Source: an optimization exercise on an open RTL-to-GDS flow (aim: small area, a short achievable clock period and few clock cycles per item). Production flows keep margins and buffers that such runs may drop.
Only simulation tests tie the RTL to the original design; equivalence was not proved.
Power figures rest on the tool's default switching activity, not on a simulated workload.

==> job 8130 <==
==> flow/design.v (excerpt) <==
module first_fit_buffer_pool_aging (
    input  wire logic                        aclk,
    input  wire logic                        aresetn,
    input  wire logic                        s_axis_tvalid,
    output logic                             s_axis_tready,
    input  wire logic [103:0]                s_axis_tdata,
    input  wire logic [1:0]                  s_axis_tuser,
    output logic                             m_axis_tvalid,
    input  wire logic                        m_axis_tready,
    output logic [39:0]                      m_axis_tdata,
    output logic [2:0]                       m_axis_tuser,
    output logic                             m_axis_tlast,
    input  wire logic                        cfg_wr_en,
    input  wire logic [ffbp_pkg::AGE_W-1:0]  cfg_wr_data
);
==> flow/config.mk <==
export PLATFORM = sky130hd
export DESIGN_NAME = first_fit_buffer_pool_aging
export DESIGN_NICKNAME = first_fit_buffer_pool_aging
export VERILOG_FILES = /design/flow/design.v
export SDC_FILE = /design/flow/constraint.sdc
export NUM_CORES = 4
export LEC_CHECK = 0
export CAP_MARGIN = 20
export CORE_MARGIN = 2
export CORE_UTILIZATION = 45
export SETUP_SLACK_MARGIN = 3.0
export SLEW_MARGIN = 20
export SYNTH_HIERARCHICAL = 1
export TNS_END_PERCENT = 10
==> flow/constraint.sdc <==
create_clock -name core_clock -period 7.0 [get_ports {aclk}]
set_input_delay 1.4000 -clock core_clock [delete_from_list [all_inputs] [get_ports {aclk}]]
set_output_delay 1.4000 -clock core_clock [all_outputs]
set_load 0.01 [all_outputs]
run.sh (not shown) runs the stock make flow with config.mk's settings and CLKGATE_MAP_FILE= SYNTH_SCRIPT=/design/flow/synth_recipe.tcl, a recipe that flattens the netlist after the stock synthesis.
==> job 9880 (differences from job 8130) <==
--- a/flow/design.v
+++ b/flow/design.v
@@ -37,15 +37,18 @@
     input  wire logic        aresetn,
     input  wire logic        alloc_go,    
     input  wire logic        store_go,    
     input  wire logic [12:0] req_w,       
     input  wire logic [12:0] req_h,       
     input  wire logic [7:0]  wr_id,       
     input  wire logic [31:0] sn,          
-    input  wire logic        load,        
+    input  wire logic        h_valid,     
+    input  wire logic        active,      
+    input  wire logic        h_cmd,       
+    output logic             load,        
     input  wire logic [12:0] ld_w,        
     input  wire logic [12:0] ld_h,        
     input  wire logic [31:0] ld_now,      
     input  wire logic [31:0] ld_thr,      
     input  wire logic        ld_thr_pos,  
     output logic             full,
     output logic             any_sel,
@@ -69,14 +72,15 @@
     logic [12:0]  n_ld_w, n_ld_h;
     logic [31:0]  n_ld_now, n_ld_thr;
     assign n_ld_w   = ~ld_w;
     assign n_ld_h   = ~ld_h;
     assign n_ld_now = ~ld_now;
     assign n_ld_thr = ~ld_thr;
     assign full = &valid_q;
+    assign load = ~h_valid | (active & (h_cmd | ~any_sel | sel_fit));
     always_comb begin
         logic all_below;
         all_below = 1'b1;
         for (int i = 0; i < N; i++) begin
             ins[i]    = ~valid_q[i] & all_below;
             all_below = all_below & valid_q[i];
         end
@@ -236,15 +240,15 @@
     localparam logic [2:0] KIND_HIT     = 3'd0;
     localparam logic [2:0] KIND_MISS    = 3'd1;
     localparam logic [2:0] KIND_EVICT   = 3'd2;
     localparam logic [2:0] KIND_STORED  = 3'd3;
     localparam logic [2:0] KIND_DROPPED = 3'd4;
     localparam logic [2:0] KIND_IGNORED = 3'd5;
     logic [15:0] max_age_q;
-    logic        r0_valid, r1_valid;
+    logic        r0_valid, r1_valid, r1_free;
     logic        r0_cmd, r0_pres, r1_cmd, r1_pres;
     logic [12:0] r0_w, r0_h, r1_w, r1_h;
     logic [7:0]  r0_id, r1_id;
     logic [31:0] r0_sn, r1_sn;      
     logic [31:0] r0_thr;            
     logic        r0_thr_pos;        
     logic        h_valid;
@@ -259,30 +263,28 @@
     logic        out_last;
     logic [2:0]  res_kind;
     logic [7:0]  res_id;
     logic [12:0] res_w, res_h;
     logic        res_last;
     logic        o_ready;
     logic [31:0] in_sn;
-    logic        accept, active, done, head_free, r0_free;
+    logic        accept, active, head_free, r0_free;
     logic        q_cmd, q_pres;
     logic [12:0] q_w, q_h;
     logic [7:0]  q_id;
     logic [31:0] q_sn;
     logic [32:0] q_thr;
     logic full, any_sel, sel_fit;
     logic [12:0] sel_w, sel_h;
     logic [7:0]  sel_id;
-    assign s_axis_tready = ~r1_valid;
-    assign accept = s_axis_tvalid & ~r1_valid;
+    assign s_axis_tready = r1_free;
+    assign accept = s_axis_tvalid & r1_free;
     assign in_sn  = s_axis_tuser[0] ? s_axis_tdata[65:34] : s_axis_tdata[97:66];
     assign o_ready   = ~out_valid | m_axis_tready;
     assign active    = h_valid & o_ready;
-    assign done      = h_cmd | ~any_sel | sel_fit;
-    assign head_free = ~h_valid | (active & done);
     assign r0_free   = ~r0_valid | head_free;
     assign q_cmd  = r1_valid ? r1_cmd  : s_axis_tuser[0];
     assign q_pres = r1_valid ? r1_pres : s_axis_tuser[1];
     assign q_w    = r1_valid ? r1_w    : s_axis_tdata[12:0];
     assign q_h    = r1_valid ? r1_h    : s_axis_tdata[25:13];
     assign q_id   = r1_valid ? r1_id   : s_axis_tdata[33:26];
     assign q_sn   = r1_valid ? r1_sn   : in_sn;
@@ -292,25 +294,28 @@
         .d (q_thr)
     );
     always_ff @(posedge aclk) begin
         if (!aresetn) begin
             h_valid   <= 1'b0;
             r0_valid  <= 1'b0;
             r1_valid  <= 1'b0;
+            r1_free   <= 1'b1;
             out_valid <= 1'b0;
             max_age_q <= ffbp_pkg::MAX_AGE_RESET;
         end else begin
             if (head_free) begin
                 h_valid <= r0_valid;
             end
             if (r0_free) begin
                 r0_valid <= r1_valid | accept;
                 r1_valid <= 1'b0;
+                r1_free  <= 1'b1;
             end else if (accept) begin
                 r1_valid <= 1'b1;
+                r1_free  <= 1'b0;
             end
             if (o_ready) begin
                 out_valid <= h_valid;
             end
             if (cfg_wr_en) begin
                 max_age_q <= cfg_wr_data;
             end
@@ -386,14 +391,17 @@
         .aresetn  (aresetn),
         .alloc_go (active & ~h_cmd),
         .store_go (active & h_cmd & h_pres & ~full),
         .req_w    (h_w),
         .req_h    (h_h),
         .wr_id    (h_id),
         .sn       (h_sn),
+        .h_valid  (h_valid),
+        .active   (active),
+        .h_cmd    (h_cmd),
         .load     (head_free),
         .ld_w     (r0_w),
         .ld_h     (r0_h),
         .ld_now   (r0_sn),
         .ld_thr   (r0_thr),
         .ld_thr_pos (r0_thr_pos),
         .full     (full),
==> flow/flow/run.sh (new file) <==
#!/bin/bash
# The standard layout, except that ports are buffered with buf_2 cells
# instead of the delay buffers buffer_ports picks by default; every input
# and output port still gets its own buffer. Each step's output goes to a
# log file of its own in the work folder.
set -euo pipefail
bash standard.sh synth > synth.log 2>&1
bash standard.sh "BUFFER_PORTS_ARGS=-buffer_cell sky130_fd_sc_hd__buf_2" finish > layout.log 2>&1
==> flow/standard.sh (new file) <==
#!/bin/bash
# synth_recipe.tcl (not shown) runs the flow's synth.tcl, then flattens the netlist and writes it again
# the make line also repeats each setting of config.mk as NAME=value (left out here)
make -C /OpenROAD-flow-scripts/flow DESIGN_CONFIG=/design/flow/config.mk WORK_HOME=/design/flow/orfs CLKGATE_MAP_FILE= SYNTH_SCRIPT=/design/flow/synth_recipe.tcl "${@:-finish}"
- CORE_UTILIZATION: 45 -> 40
- SETUP_SLACK_MARGIN: 3.0 -> 4.0
removed: flow/run.sh
==> job 1503 (differences from job 8130) <==
--- a/flow/design.v
+++ b/flow/design.v
@@ -37,15 +37,18 @@
     input  wire logic        aresetn,
     input  wire logic        alloc_go,    
     input  wire logic        store_go,    
     input  wire logic [12:0] req_w,       
     input  wire logic [12:0] req_h,       
     input  wire logic [7:0]  wr_id,       
     input  wire logic [31:0] sn,          
-    input  wire logic        load,        
+    input  wire logic        h_valid,     
+    input  wire logic        active,      
+    input  wire logic        h_cmd,       
+    output logic             load,        
     input  wire logic [12:0] ld_w,        
     input  wire logic [12:0] ld_h,        
     input  wire logic [31:0] ld_now,      
     input  wire logic [31:0] ld_thr,      
     input  wire logic        ld_thr_pos,  
     output logic             full,
     output logic             any_sel,
@@ -69,14 +72,15 @@
     logic [12:0]  n_ld_w, n_ld_h;
     logic [31:0]  n_ld_now, n_ld_thr;
     assign n_ld_w   = ~ld_w;
     assign n_ld_h   = ~ld_h;
     assign n_ld_now = ~ld_now;
     assign n_ld_thr = ~ld_thr;
     assign full = &valid_q;
+    assign load = ~h_valid | (active & (h_cmd | ~any_sel | sel_fit));
     always_comb begin
         logic all_below;
         all_below = 1'b1;
         for (int i = 0; i < N; i++) begin
             ins[i]    = ~valid_q[i] & all_below;
             all_below = all_below & valid_q[i];
         end
@@ -259,30 +263,28 @@
     logic        out_last;
     logic [2:0]  res_kind;
     logic [7:0]  res_id;
     logic [12:0] res_w, res_h;
     logic        res_last;
     logic        o_ready;
     logic [31:0] in_sn;
-    logic        accept, active, done, head_free, r0_free;
+    logic        accept, active, head_free, r0_free;
     logic        q_cmd, q_pres;
     logic [12:0] q_w, q_h;
     logic [7:0]  q_id;
     logic [31:0] q_sn;
     logic [32:0] q_thr;
     logic full, any_sel, sel_fit;
     logic [12:0] sel_w, sel_h;
     logic [7:0]  sel_id;
     assign s_axis_tready = ~r1_valid;
     assign accept = s_axis_tvalid & ~r1_valid;
     assign in_sn  = s_axis_tuser[0] ? s_axis_tdata[65:34] : s_axis_tdata[97:66];
     assign o_ready   = ~out_valid | m_axis_tready;
     assign active    = h_valid & o_ready;
-    assign done      = h_cmd | ~any_sel | sel_fit;
-    assign head_free = ~h_valid | (active & done);
     assign r0_free   = ~r0_valid | head_free;
     assign q_cmd  = r1_valid ? r1_cmd  : s_axis_tuser[0];
     assign q_pres = r1_valid ? r1_pres : s_axis_tuser[1];
     assign q_w    = r1_valid ? r1_w    : s_axis_tdata[12:0];
     assign q_h    = r1_valid ? r1_h    : s_axis_tdata[25:13];
     assign q_id   = r1_valid ? r1_id   : s_axis_tdata[33:26];
     assign q_sn   = r1_valid ? r1_sn   : in_sn;
@@ -386,14 +388,17 @@
         .aresetn  (aresetn),
         .alloc_go (active & ~h_cmd),
         .store_go (active & h_cmd & h_pres & ~full),
         .req_w    (h_w),
         .req_h    (h_h),
         .wr_id    (h_id),
         .sn       (h_sn),
+        .h_valid  (h_valid),
+        .active   (active),
+        .h_cmd    (h_cmd),
         .load     (head_free),
         .ld_w     (r0_w),
         .ld_h     (r0_h),
         .ld_now   (r0_sn),
         .ld_thr   (r0_thr),
         .ld_thr_pos (r0_thr_pos),
         .full     (full),
- SETUP_SLACK_MARGIN: 3.0 -> 4.0
==> notes <==
Against job 9880, the power of job 1503 is lower by about 0.4%. Clock-buffer cell count: job 8130 > job 9880 > job 1503. The lowest combinational power belongs to job 8130, the highest to job 9880. Utilization: job 9880 is lower than job 1503 (6.3 points). Fmax: job 9880 > job 1503 > job 8130. Clock power: job 8130 < job 9880 < job 1503. First-iteration DRC count: job 9880 > job 1503 > job 8130. Non-clock buffer count: job 9880 > job 1503 > job 8130. Between job 8130 and job 1503, the lower clock skew is in job 8130 (gap 0.014 ns).
Testbench counts of job 8130, summed over its fixed seeds: cycles 5,764, items 4,800.
Testbench counts of job 9880, summed over its fixed seeds: cycles 5,764, items 4,800.
Testbench counts of job 1503, summed over its fixed seeds: cycles 5,764, items 4,800.

separate check: timing with driven ports:
The results above use ideal ports. As a check the final layouts listed here were re-extracted and re-timed, cells and wires unchanged. Step 1 sets driving cells, clkbuf_16 on the clock port and buf_2 on the other inputs (assumed; they add their load-dependent delay and slew). Step 2 times the ports against the registers' clock, not the clock port: input delays grow and output delays shrink by t, the midpoint of the rising clock arrivals with the driver on. Three values: ideal, step 1, step 2; two values: the first two.
| run | t, ns | slack for setup (ns) | clock arrival spread, ns | worst slew at a driven data input, ns | cell pins on the clock port's net |
|---|---|---|---|---|---|
| job 8130 | 0.922 | 2.758 / 2.776 / 1.898 | 0.035 / 0.035 | 0.14 | 1 |
| job 9880 | 0.922 | 3.720 / 3.720 / 2.939 | 0.045 / 0.045 | 0.23 | 1 |
| job 1503 | 0.933 | 3.602 / 3.597 / 2.796 | 0.056 / 0.056 | 0.18 | 1 |
After both steps setup and hold are still met in every run listed. For job 8130, which loses most, drivers alone change the setup slack by +0.018 ns; drivers and shift together by -0.860 ns.
